This is an optimization exercise on Yosys and OpenROAD, whose aim is small area and a short achievable clock period, not a production implementation.
The RTL was checked by simulation tests, not by an equivalence proof against the original design.
Power and IR drop assume default switching activity.

P:
==> flow/design.v (excerpt) <==
module fc_layer (
    input  logic        clk,
    input  logic        rstn,
    input  logic        r_valid,
    input  logic [31:0] in_data,
    output logic        t_valid,
    output logic [31:0] out_data
);
Size in the first run: about 390 flip-flops, about 0.021 sq mm of cells after synthesis.
==> flow/config.mk <==
export PLATFORM = sky130hd
export DESIGN_NAME = fc_layer
export DESIGN_NICKNAME = fc_layer
export VERILOG_FILES = /design/flow/design.v
export SDC_FILE = /design/flow/constraint.sdc
export NUM_CORES = 4
export LEC_CHECK = 0
export CAP_MARGIN = 20
export CORE_MARGIN = 2
export CORE_UTILIZATION = 55
export CTS_CLUSTER_DIAMETER = 100
export CTS_CLUSTER_SIZE = 20
export SLEW_MARGIN = 20
==> flow/constraint.sdc <==
create_clock -name core_clock -period 8.0 [get_ports {clk}]
set_input_delay 1.6000 -clock core_clock [delete_from_list [all_inputs] [get_ports {clk}]]
set_output_delay 1.6000 -clock core_clock [all_outputs]
set_load 0.01 [all_outputs]
standard.sh (not shown) runs the stock make flow with config.mk's settings and CLKGATE_MAP_FILE= SYNTH_SCRIPT=/design/flow/synth_recipe.tcl, a recipe that flattens the netlist after the stock synthesis.
==> flow/flow/run.sh <==
#!/bin/bash
# Standard layout, with strong buffers on the ports, sizing free to change a
# cell's footprint, and timing repair aiming 5.4 ns past the 8 ns clock. The
# make output goes to flow_make.log here; each ORFS step keeps its own log
# under orfs/logs.
set -euo pipefail
bash standard.sh \
    BUFFER_PORTS_ARGS="-buffer_cell sky130_fd_sc_hd__buf_4" \
    MATCH_CELL_FOOTPRINT=0 \
    SETUP_SLACK_MARGIN=5.4 \
    finish > flow_make.log 2>&1
The following lists how Q was set up differently from P:
--- a/flow/config.mk
+++ b/flow/config.mk
@@ -7,0 +8 @@
+export ABC_CLOCK_PERIOD_IN_PS = 2500
@@ -10 +11 @@
-export CORE_UTILIZATION = 55
+export CORE_UTILIZATION = 40
## What came out
- Power in sequential cells delta (Q -> P): insignificant
- When the final numbers for P and Q were put side by side, the measured slew at the worst slew-check pin turned out to be smaller in Q.
- Note that the routed wire length recorded for Q amounts to 1.06 times the value seen in P.
- Between P and Q, the critical path depth figures differ only marginally.
- P → Q: power now sits higher; worst-case setup margin in the final layout now sits lower.

========
fc_layer again, from the RTL that the note above started with.
Design fc_layer, start of the top module:
module fc_layer (
    input  logic        clk,
    input  logic        rstn,
    input  logic        r_valid,
    input  logic [31:0] in_data,
    output logic        t_valid,
    output logic [31:0] out_data
);
    logic [3:0] cnt;
    logic       w_first, w_second, w_weight, w_bias;
    assign w_first  = r_valid && (cnt == 4'd2 || cnt == 4'd4 || cnt == 4'd6 || cnt == 4'd8);
    assign w_second = r_valid && (cnt == 4'd3 || cnt == 4'd5 || cnt == 4'd7 || cnt == 4'd9);
    assign w_weight = w_first || w_second;
    assign w_bias   = r_valid && (cnt == 4'd10);
    logic       start0;   
    logic       fin0;     
    logic       sb0;      
    logic [1:0] nid0;     
    always_ff @(posedge clk or negedge rstn) begin
        if (!rstn) begin
            cnt <= '0;
            sb0 <= 1'b0;
        end else begin
            if (r_valid) cnt <= (cnt == 4'd10) ? 4'd0 : cnt + 4'd1;
            sb0 <= w_bias;
        end
    end
    always_ff @(posedge clk) begin
        start0 <= w_first;
        fin0   <= w_second && (cnt != 4'd9);
        nid0   <= cnt[2:1] - 2'd1;
    end
    logic [31:0] feat_a, feat_b, feat_p;
    always_ff @(posedge clk) begin
        if (r_valid && cnt == 4'd0) feat_a <= in_data;
        if (r_valid && cnt == 4'd1) feat_b <= in_data;
        feat_p <= (cnt == 4'd10) ? 32'h0100_0000 : cnt[0] ? feat_b : feat_a;
    end
    logic [3:0] neg0, one0, two0, neg1, one1, two1, neg2, one2, two2, neg3, one3, two3;
    for (genvar k = 0; k < 4; k++) begin : g_enc
        logic [8:0] wx;
        logic [3:0] ng, on, tw;
        logic [3:0] ng_q, on_q, tw_q;
        assign wx = {in_data[8*k +: 8], 1'b0};
        for (genvar m = 0; m < 4; m++) begin : g_dig
            assign ng[m] = wx[2*m+2];
            assign on[m] = wx[2*m+1] ^ wx[2*m];
  ...
==> flow/config.mk <==
export PLATFORM = sky130hd
export DESIGN_NAME = fc_layer
export DESIGN_NICKNAME = fc_layer
export VERILOG_FILES = /design/flow/design.v
export SDC_FILE = /design/flow/constraint.sdc
export NUM_CORES = 4
export LEC_CHECK = 0
export CAP_MARGIN = 20
export CORE_MARGIN = 2
export CORE_UTILIZATION = 65
export CTS_CLUSTER_DIAMETER = 100
export CTS_CLUSTER_SIZE = 20
export SLEW_MARGIN = 20
==> flow/constraint.sdc <==
create_clock -name core_clock -period 8.0 [get_ports {clk}]
set_input_delay 1.6000 -clock core_clock [delete_from_list [all_inputs] [get_ports {clk}]]
set_output_delay 1.6000 -clock core_clock [all_outputs]
set_load 0.01 [all_outputs]
==> flow/flow/run.sh <==
#!/bin/bash
# Standard layout, with strong buffers on the ports, sizing free to change a
# cell's footprint, and timing repair aiming 5.4 ns past the 8 ns clock. The
# make output goes to flow_make.log here; each ORFS step keeps its own log
# under orfs/logs.
set -euo pipefail
bash standard.sh \
    BUFFER_PORTS_ARGS="-buffer_cell sky130_fd_sc_hd__buf_2" \
    MATCH_CELL_FOOTPRINT=0 \
    SETUP_SLACK_MARGIN=5.4 \
    finish > flow_make.log 2>&1
Next try:
--- a/flow/flow/run.sh
+++ b/flow/flow/run.sh
@@ -3 +3 @@
-# cell's footprint, and timing repair aiming 5.4 ns past the 8 ns clock. The
+# cell's footprint, and timing repair aiming 5.45 ns past the 8 ns clock. The
@@ -8 +8 @@
-    BUFFER_PORTS_ARGS="-buffer_cell sky130_fd_sc_hd__buf_2" \
+    BUFFER_PORTS_ARGS="-buffer_cell sky130_fd_sc_hd__buf_4" \
@@ -10 +10 @@
-    SETUP_SLACK_MARGIN=5.4 \
+    SETUP_SLACK_MARGIN=5.45 \
Settings changed: CORE_UTILIZATION 65 to 60.
Result:
- cell area increases by 2.0%
- routed wire length is higher by 2.1%
- power increases by 0.45%
- die area came out higher by 8.1%
- sequential cell count is unchanged
- via count went up by 0.53%
- global-route usage drops by 1.3 points
- register-to-register slack stays flat
- setup slack is worse by 0.025 ns
- non-clock buffer count climbs by 26
- clock power hardly moves
Next try:
--- a/flow/flow/run.sh
+++ b/flow/flow/run.sh
@@ -3 +3 @@
-# cell's footprint, and timing repair aiming 5.45 ns past the 8 ns clock. The
+# cell's footprint, and timing repair aiming 5.4 ns past the 8 ns clock. The
@@ -10 +10 @@
-    SETUP_SLACK_MARGIN=5.45 \
+    SETUP_SLACK_MARGIN=5.4 \
Settings changed: CORE_UTILIZATION 60 to 65, CTS_CLUSTER_DIAMETER 100 to 60, CTS_CLUSTER_SIZE 20 to 30.
Outcome:
- wire length is lower by 2.6%
- global-route usage rose by 1.8 points
- register-to-register slack gains 0.02 ns
- clock power rises by 30%
- hold slack improved by 0.0039 ns
- sequential share of layout area goes down by 0.20 points
- power went up by 4.4%
- core utilization grows by 5.9 points
Next try:
Settings changed: CORE_UTILIZATION 65 to 80, CTS_CLUSTER_DIAMETER 60 to 100, CTS_CLUSTER_SIZE 30 to 20.
What happened:
- The new run went through all stages and came out clean
- via count grows by 13%
- power is higher by 2.5%
- routed wire length is higher by 21%
Next try:
Settings changed: CORE_UTILIZATION 80 to 72.
After rerunning: Global-route usage drops by 9.5 points. Via count drops by roughly a tenth. Sequential power drops slightly. Clock power is about the same. Wire length is lower by about a fifth. First-iteration DRC count came out lower by well over a third. Final cell count came out higher by a few percent. Setup slack gains 0.067 ns.

[static timing again, ports no longer ideal]
The results above use ideal ports. As a check the final layouts listed here were re-extracted and re-timed, cells and wires unchanged. Step 1 sets driving cells, clkbuf_16 on the clock port and buf_2 on the other inputs (assumed; they add their load-dependent delay and slew). Step 2 moves the port delays by t, midway between the first and last clock arrival at a register: inputs arrive t later, outputs are due t later. That takes back most of the time a late clock gives input paths. Slacks: no drivers / after step 1 / after step 2; pairs: no drivers / after step 1.
| run | shift t [ns] | setup WS [ns] | latest minus earliest clock arrival (ns) | worst register clock-pin slew, ns | worst slew at a driven data input, ns |
|---|---|---|---|---|---|
| P | 0.607 | 5.399 / 5.347 / 4.863 | 0.016 / 0.017 | 0.09 / 0.09 | 0.05 |
| Q | 0.631 | 5.369 / 5.312 / 4.886 | 0.043 / 0.043 | 0.09 / 0.09 | 0.05 |
| the first run of note 2 | 0.592 | 5.408 / 5.359 / 4.848 | 0.028 / 0.028 | 0.09 / 0.09 | 0.03 |
| the second run of note 2 | 0.607 | 5.383 / 5.329 / 4.935 | 0.037 / 0.038 | 0.09 / 0.09 | 0.04 |
| the third run of note 2 | 0.625 | 5.387 / 5.337 / 4.914 | 0.021 / 0.021 | 0.10 / 0.10 | 0.05 |
| the fourth run of note 2 | 0.599 | 5.266 / 5.266 / 4.875 | 0.018 / 0.018 | 0.09 / 0.09 | 0.05 |
| the fifth run of note 2 | 0.590 | 5.333 / 5.333 / 4.901 | 0.018 / 0.018 | 0.09 / 0.09 | 0.04 |
After both steps setup and hold are still met in every run listed. The setup slack of the first run of note 2, which loses most, moves by -0.049 ns with the drivers and by -0.560 ns with both steps.
